What follows belongs to an exercise in optimizing a design on an open flow for small area and a short achievable clock period; a production flow would make more cautious choices. Function was checked by simulation only, so behaviour that the tests miss may differ from the original. Power is estimated from default activity; no workload was simulated.

## v6
// norm_rnd
module norm_rnd
(
    input  wire          clk,
    input  wire          reset,
    input  wire  [105:0] fract_in,
    input  wire  [10:0]  exp_in,
    input  wire          sign,
    input  wire  [1:0]   r_mode,
    output logic [52:0]  fract_out,
    output logic [10:0]  exp_out,
    output logic         dn_out,
    output logic         ine_out,
    output logic         overflow_out,
    output logic         infinite_out
);
For scale: roughly 190 I/O pins.
==> module normalizer, before the edit <==
module normalizer
(
    input  wire  [105:0] fract_in,
    input  wire  [10:0]  exp_in,
    output logic [52:0]  trunc_n_out,  
    output logic         guard_n_out,  
    output logic         sticky_out,   
    output logic [10:0]  exp_out,      
    output logic [10:0]  exp_inc_out,  
    output logic         denorm_out,
    output logic         kill_out,     
    output logic         exp_ovf_out,  
    output logic         exp_top_out   
);
    logic [10:0]  e1;        
    logic [6:0]   lz;
    logic [6:0]   sh;        
    logic [6:0]   bit_gt;    
    logic         limited;   
    assign e1 = {exp_in[10:1], exp_in[0] | ~|exp_in[10:1]};
    lead_zero_count u_lzc
    (
        .fract (fract_in),
        .count (lz)
    );
    logic [6:0] bit_lt;      
    logic [7:0] gt_above;    
    logic [7:0] lt_above;
    always_comb
    begin
        for (int k = 0; k < 7; k++)
        begin
            bit_gt[k] = lz[k] & ~e1[k];
            bit_lt[k] = ~lz[k] & e1[k];
        end
        for (int k = 0; k <= 7; k++)
        begin
            gt_above[k] = 1'b0;
            lt_above[k] = |e1[10:7];
            for (int j = k; j < 7; j++)
            begin
                logic no_lt, no_gt;
                no_lt = 1'b1;
                no_gt = 1'b1;
                for (int i = j + 1; i < 7; i++)
                begin
                    no_lt = no_lt & ~bit_lt[i];
                    no_gt = no_gt & ~bit_gt[i];
                end
                gt_above[k] = gt_above[k] | (~|e1[10:7] & bit_gt[j] & no_lt);
                lt_above[k] = lt_above[k] | (bit_lt[j] & no_gt);
            end
        end
        for (int k = 0; k < 7; k++)
            sh[k] = lt_above[k+1] ? lz[k] : gt_above[k+1] ? e1[k] : (lz[k] & e1[k]);
        limited = gt_above[0];
    end
    logic [52:0] trunc_n;
    logic        guard_n;
    norm_shift u_shift
    (
        .fract     (fract_in),
        .sh        (sh),
        .sh_n      (~sh),
        .trunc_n   (trunc_n),
        .guard_n   (guard_n),
        .sticky    (sticky_out)
    );
    assign trunc_n_out = trunc_n;
    assign guard_n_out = guard_n;
    assign denorm_out  = limited;
    assign exp_out     = exp_in + 11'd1 - {4'b0, sh};
    assign exp_inc_out = exp_in + 11'd2 - {4'b0, sh};
    assign kill_out    = ~|exp_in & ~fract_in[105] & ~fract_in[104];
    assign exp_ovf_out = fract_in[105] & (&exp_in[10:1]);
    assign exp_top_out = (&exp_in[10:2]) &
                         ((fract_in[105] & (exp_in[1:0] == 2'd1 | exp_in[1:0] == 2'd2)) |
                          (~fract_in[105] & fract_in[104] & exp_in[1]) |
                          (fract_in[105:103] == 3'b001 & exp_in[1:0] == 2'd3));
endmodule
==> module rounder, before the edit <==
module rounder
(
    input  wire          clk,
    input  wire          reset,
    input  wire          sign,
    input  wire  [1:0]   r_mode,
    input  wire  [52:0]  in_trunc_n,   
    input  wire          in_guard_n,   
    input  wire          in_sticky,
    input  wire  [10:0]  in_exp,       
    input  wire  [10:0]  in_exp_inc,   
    input  wire          in_denorm,
    input  wire          in_kill,
    input  wire          in_exp_ovf,
    input  wire          in_exp_top,   
    output logic [52:0]  fract_out,
    output logic [10:0]  exp_out,
    output logic         dn_out,
    output logic         ine_out,
    output logic         overflow_out,
    output logic         infinite_out
);
    logic [52:0] in_trunc;
    logic        in_guard;
    logic        inexact;
    logic        round_inc;
    logic        carry;
    logic [52:0] fract_rnd;
    logic        overflow;
    logic        to_inf;
    logic [52:0] fract_next;
    logic [10:0] exp_next;
    assign in_trunc = ~in_trunc_n;
    assign in_guard = ~in_guard_n;
    assign inexact  = in_guard | in_sticky;
    always_comb
    begin
        case (r_mode)
            2'd0:    round_inc = in_guard & (in_sticky | in_trunc[0]);
            2'd1:    round_inc = 1'b0;
            2'd2:    round_inc = inexact & ~sign;
            default: round_inc = inexact & sign;
        endcase
    end
    logic [7*53-1:0] pre;
    logic [52:0]     all;
    always_comb
    begin
        pre[52:0] = in_trunc;
        for (int l = 1; l < 7; l++)
            for (int i = 0; i < 53; i++)
                if (((i >> (l - 1)) & 1) == 1)
                    pre[53*l + i] = pre[53*(l-1) + i] &
                                    pre[53*(l-1) + ((i >> (l - 1)) << (l - 1)) - 1];
                else
                    pre[53*l + i] = pre[53*(l-1) + i];
        all = pre[7*53-1:6*53];
    end
    assign carry     = round_inc & all[52];
    assign fract_rnd = (in_trunc ^ ({53{round_inc}} & {all[51:0], 1'b1})) | {carry, 52'b0};
    assign overflow = in_exp_ovf | (carry & in_exp_top);
    assign to_inf   = overflow & ((r_mode == 2'd0) | ((r_mode == 2'd2) & ~sign) |
                                  ((r_mode == 2'd3) & sign));
    always_comb
    begin
        if (to_inf | in_kill)
            fract_next = '0;
        else if (overflow)
            fract_next = '1;
        else
            fract_next = fract_rnd;
        if (to_inf)
            exp_next = 11'h7FF;
        else if (overflow)
            exp_next = 11'h7FE;
        else if (in_kill)
            exp_next = 11'd1;
        else
            exp_next = carry ? in_exp_inc : in_exp;
    end
    always_ff @(posedge clk)
    begin
        if (reset)
        begin
            fract_out    <= '0;
            exp_out      <= '0;
            dn_out       <= 1'b0;
            ine_out      <= 1'b0;
            overflow_out <= 1'b0;
            infinite_out <= 1'b0;
        end
        else
        begin
            fract_out    <= fract_next;
            exp_out      <= exp_next;
            dn_out       <= in_denorm;
            ine_out      <= (inexact & ~in_kill) | overflow;
            overflow_out <= overflow;
            infinite_out <= to_inf;
        end
    end
endmodule
==> flow/config.mk <==
export PLATFORM = sky130hd
export DESIGN_NAME = norm_rnd
export DESIGN_NICKNAME = norm_rnd
export VERILOG_FILES = /design/flow/design.v
export SDC_FILE = /design/flow/constraint.sdc
export NUM_CORES = 4
export LEC_CHECK = 0
export ABC_AREA = 0
export CAP_MARGIN = 20
export CORE_MARGIN = 2
export CORE_UTILIZATION = 30
export SLEW_MARGIN = 20
export SYNTH_HIERARCHICAL = 1
export SYNTH_MINIMUM_KEEP_SIZE = 0
export TNS_END_PERCENT = 100
==> flow/constraint.sdc <==
create_clock -name core_clock -period 14.0 [get_ports {clk}]
set_input_delay 2.8000 -clock core_clock [delete_from_list [all_inputs] [get_ports {clk}]]
set_output_delay 2.8000 -clock core_clock [all_outputs]
set_load 0.01 [all_outputs]
standard.sh (not shown) runs the stock make flow with config.mk's settings and CLKGATE_MAP_FILE= SYNTH_SCRIPT=/design/flow/synth_recipe.tcl, a recipe that flattens the netlist after the stock synthesis.
==> flow/flow/run.sh <==
#!/bin/bash
# The standard layout (standard.sh, synthesis through finish), with three
# ORFS settings passed through the environment:
# - every port still gets its own buffer, but a plain buf_1 instead of the
#   delay cell that buffer_ports picks by default;
# - timing repair aims for 5 ns of setup slack (a 9 ns period);
# - timing repair does not clone gates.
# standard.sh's output goes to standard_flow.log here; ORFS keeps each step's
# own log under orfs/logs.
set -euo pipefail
export BUFFER_PORTS_ARGS="-buffer_cell sky130_fd_sc_hd__buf_1"
export SETUP_SLACK_MARGIN=5
export SKIP_GATE_CLONING=1
bash standard.sh > standard_flow.log 2>&1
The following lists how v7 was set up differently from v6:
diff --git a/flow/design.v b/flow/design.v
--- a/flow/design.v
+++ b/flow/design.v
@@ -88,22 +88,28 @@
         end
         for (int k = 0; k <= 7; k++)
         begin
             gt_above[k] = 1'b0;
             lt_above[k] = |e1[10:7];
-            for (int j = k; j < 7; j++)
+            for (int j = 0; j < 7; j++)
             begin
                 logic no_lt, no_gt;
                 no_lt = 1'b1;
                 no_gt = 1'b1;
-                for (int i = j + 1; i < 7; i++)
+                for (int i = 0; i < 7; i++)
                 begin
-                    no_lt = no_lt & ~bit_lt[i];
-                    no_gt = no_gt & ~bit_gt[i];
+                    if (i > j)
+                    begin
+                        no_lt = no_lt & ~bit_lt[i];
+                        no_gt = no_gt & ~bit_gt[i];
+                    end
+                end
+                if (j >= k)
+                begin
+                    gt_above[k] = gt_above[k] | (~|e1[10:7] & bit_gt[j] & no_lt);
+                    lt_above[k] = lt_above[k] | (bit_lt[j] & no_gt);
                 end
-                gt_above[k] = gt_above[k] | (~|e1[10:7] & bit_gt[j] & no_lt);
-                lt_above[k] = lt_above[k] | (bit_lt[j] & no_gt);
             end
         end
         for (int k = 0; k < 7; k++)
             sh[k] = lt_above[k+1] ? lz[k] : gt_above[k+1] ? e1[k] : (lz[k] & e1[k]);
         limited = gt_above[0];
@@ -243,23 +249,25 @@
             2'd1:    round_inc = 1'b0;
             2'd2:    round_inc = inexact & ~sign;
             default: round_inc = inexact & sign;
         endcase
     end
-    logic [7*53-1:0] pre;
-    logic [52:0]     all;
+    logic [52:0] pre1, pre2, pre3, pre4, pre5, all;
     always_comb
     begin
-        pre[52:0] = in_trunc;
-        for (int l = 1; l < 7; l++)
-            for (int i = 0; i < 53; i++)
-                if (((i >> (l - 1)) & 1) == 1)
-                    pre[53*l + i] = pre[53*(l-1) + i] &
-                                    pre[53*(l-1) + ((i >> (l - 1)) << (l - 1)) - 1];
-                else
-                    pre[53*l + i] = pre[53*(l-1) + i];
-        all = pre[7*53-1:6*53];
+        for (int i = 0; i < 53; i++)
+            pre1[i] = (((i >> 0) & 1) == 1) ? in_trunc[i] & in_trunc[((i >> 0) << 0) - 1] : in_trunc[i];
+        for (int i = 0; i < 53; i++)
+            pre2[i] = (((i >> 1) & 1) == 1) ? pre1[i] & pre1[((i >> 1) << 1) - 1] : pre1[i];
+        for (int i = 0; i < 53; i++)
+            pre3[i] = (((i >> 2) & 1) == 1) ? pre2[i] & pre2[((i >> 2) << 2) - 1] : pre2[i];
+        for (int i = 0; i < 53; i++)
+            pre4[i] = (((i >> 3) & 1) == 1) ? pre3[i] & pre3[((i >> 3) << 3) - 1] : pre3[i];
+        for (int i = 0; i < 53; i++)
+            pre5[i] = (((i >> 4) & 1) == 1) ? pre4[i] & pre4[((i >> 4) << 4) - 1] : pre4[i];
+        for (int i = 0; i < 53; i++)
+            all[i]  = (((i >> 5) & 1) == 1) ? pre5[i] & pre5[((i >> 5) << 5) - 1] : pre5[i];
     end
     assign carry     = round_inc & all[52];
     assign fract_rnd = (in_trunc ^ ({53{round_inc}} & {all[51:0], 1'b1})) | {carry, 52'b0};
     assign overflow = in_exp_ovf | (carry & in_exp_top);
     assign to_inf   = overflow & ((r_mode == 2'd0) | ((r_mode == 2'd2) & ~sign) |
- Count of inverters not on the clock network in the layout on v7 is up relative to v6.
- v7 against v6: critical path depth has increased, final instance area has increased, total number of vias has increased.
- v7: relative slew slack lower than v6
- Compared with v6, v7 shows a lower clock-buffer cell count.
- Fraction of area in registers: v7 vs v6 down 1.2 points
- Quantity of gates resized following cts, v7 vs v6: up by more than 100%
- Sort v7 and v6 by power, descending, and v6 comes first.
- Compared with v6, v7 shows a lower count of multi-input combinational gates.
- [v7 vs v6] post-detailed-route wirelength per cell: higher in v7

[static timing again, ports no longer ideal]
The flow's constraints put no driver on any port. The routed layouts listed below were extracted and timed again, unchanged, in two steps.
Step 1 assumes that a clkbuf_16 drives the clock port and a buf_2 every other input.
Step 2 moves the port delays by t, midway between the first and last clock arrival at a register: inputs arrive t later, outputs are due t later. That takes back most of the time a late clock gives input paths.
a / b / c = no drivers / after step 1 / after step 2; a / b = the first two.
run	shift t [ns]	setup WS [ns]	worst setup path at the end
v6	0.375	5.188 / 5.214 / 4.839	input to register
v7	0.365	5.111 / 5.133 / 4.767	input to register
After both steps setup and hold are still met in every run listed. The setup slack of v6, which loses most, moves by +0.026 ns with the drivers and by -0.349 ns with both steps.
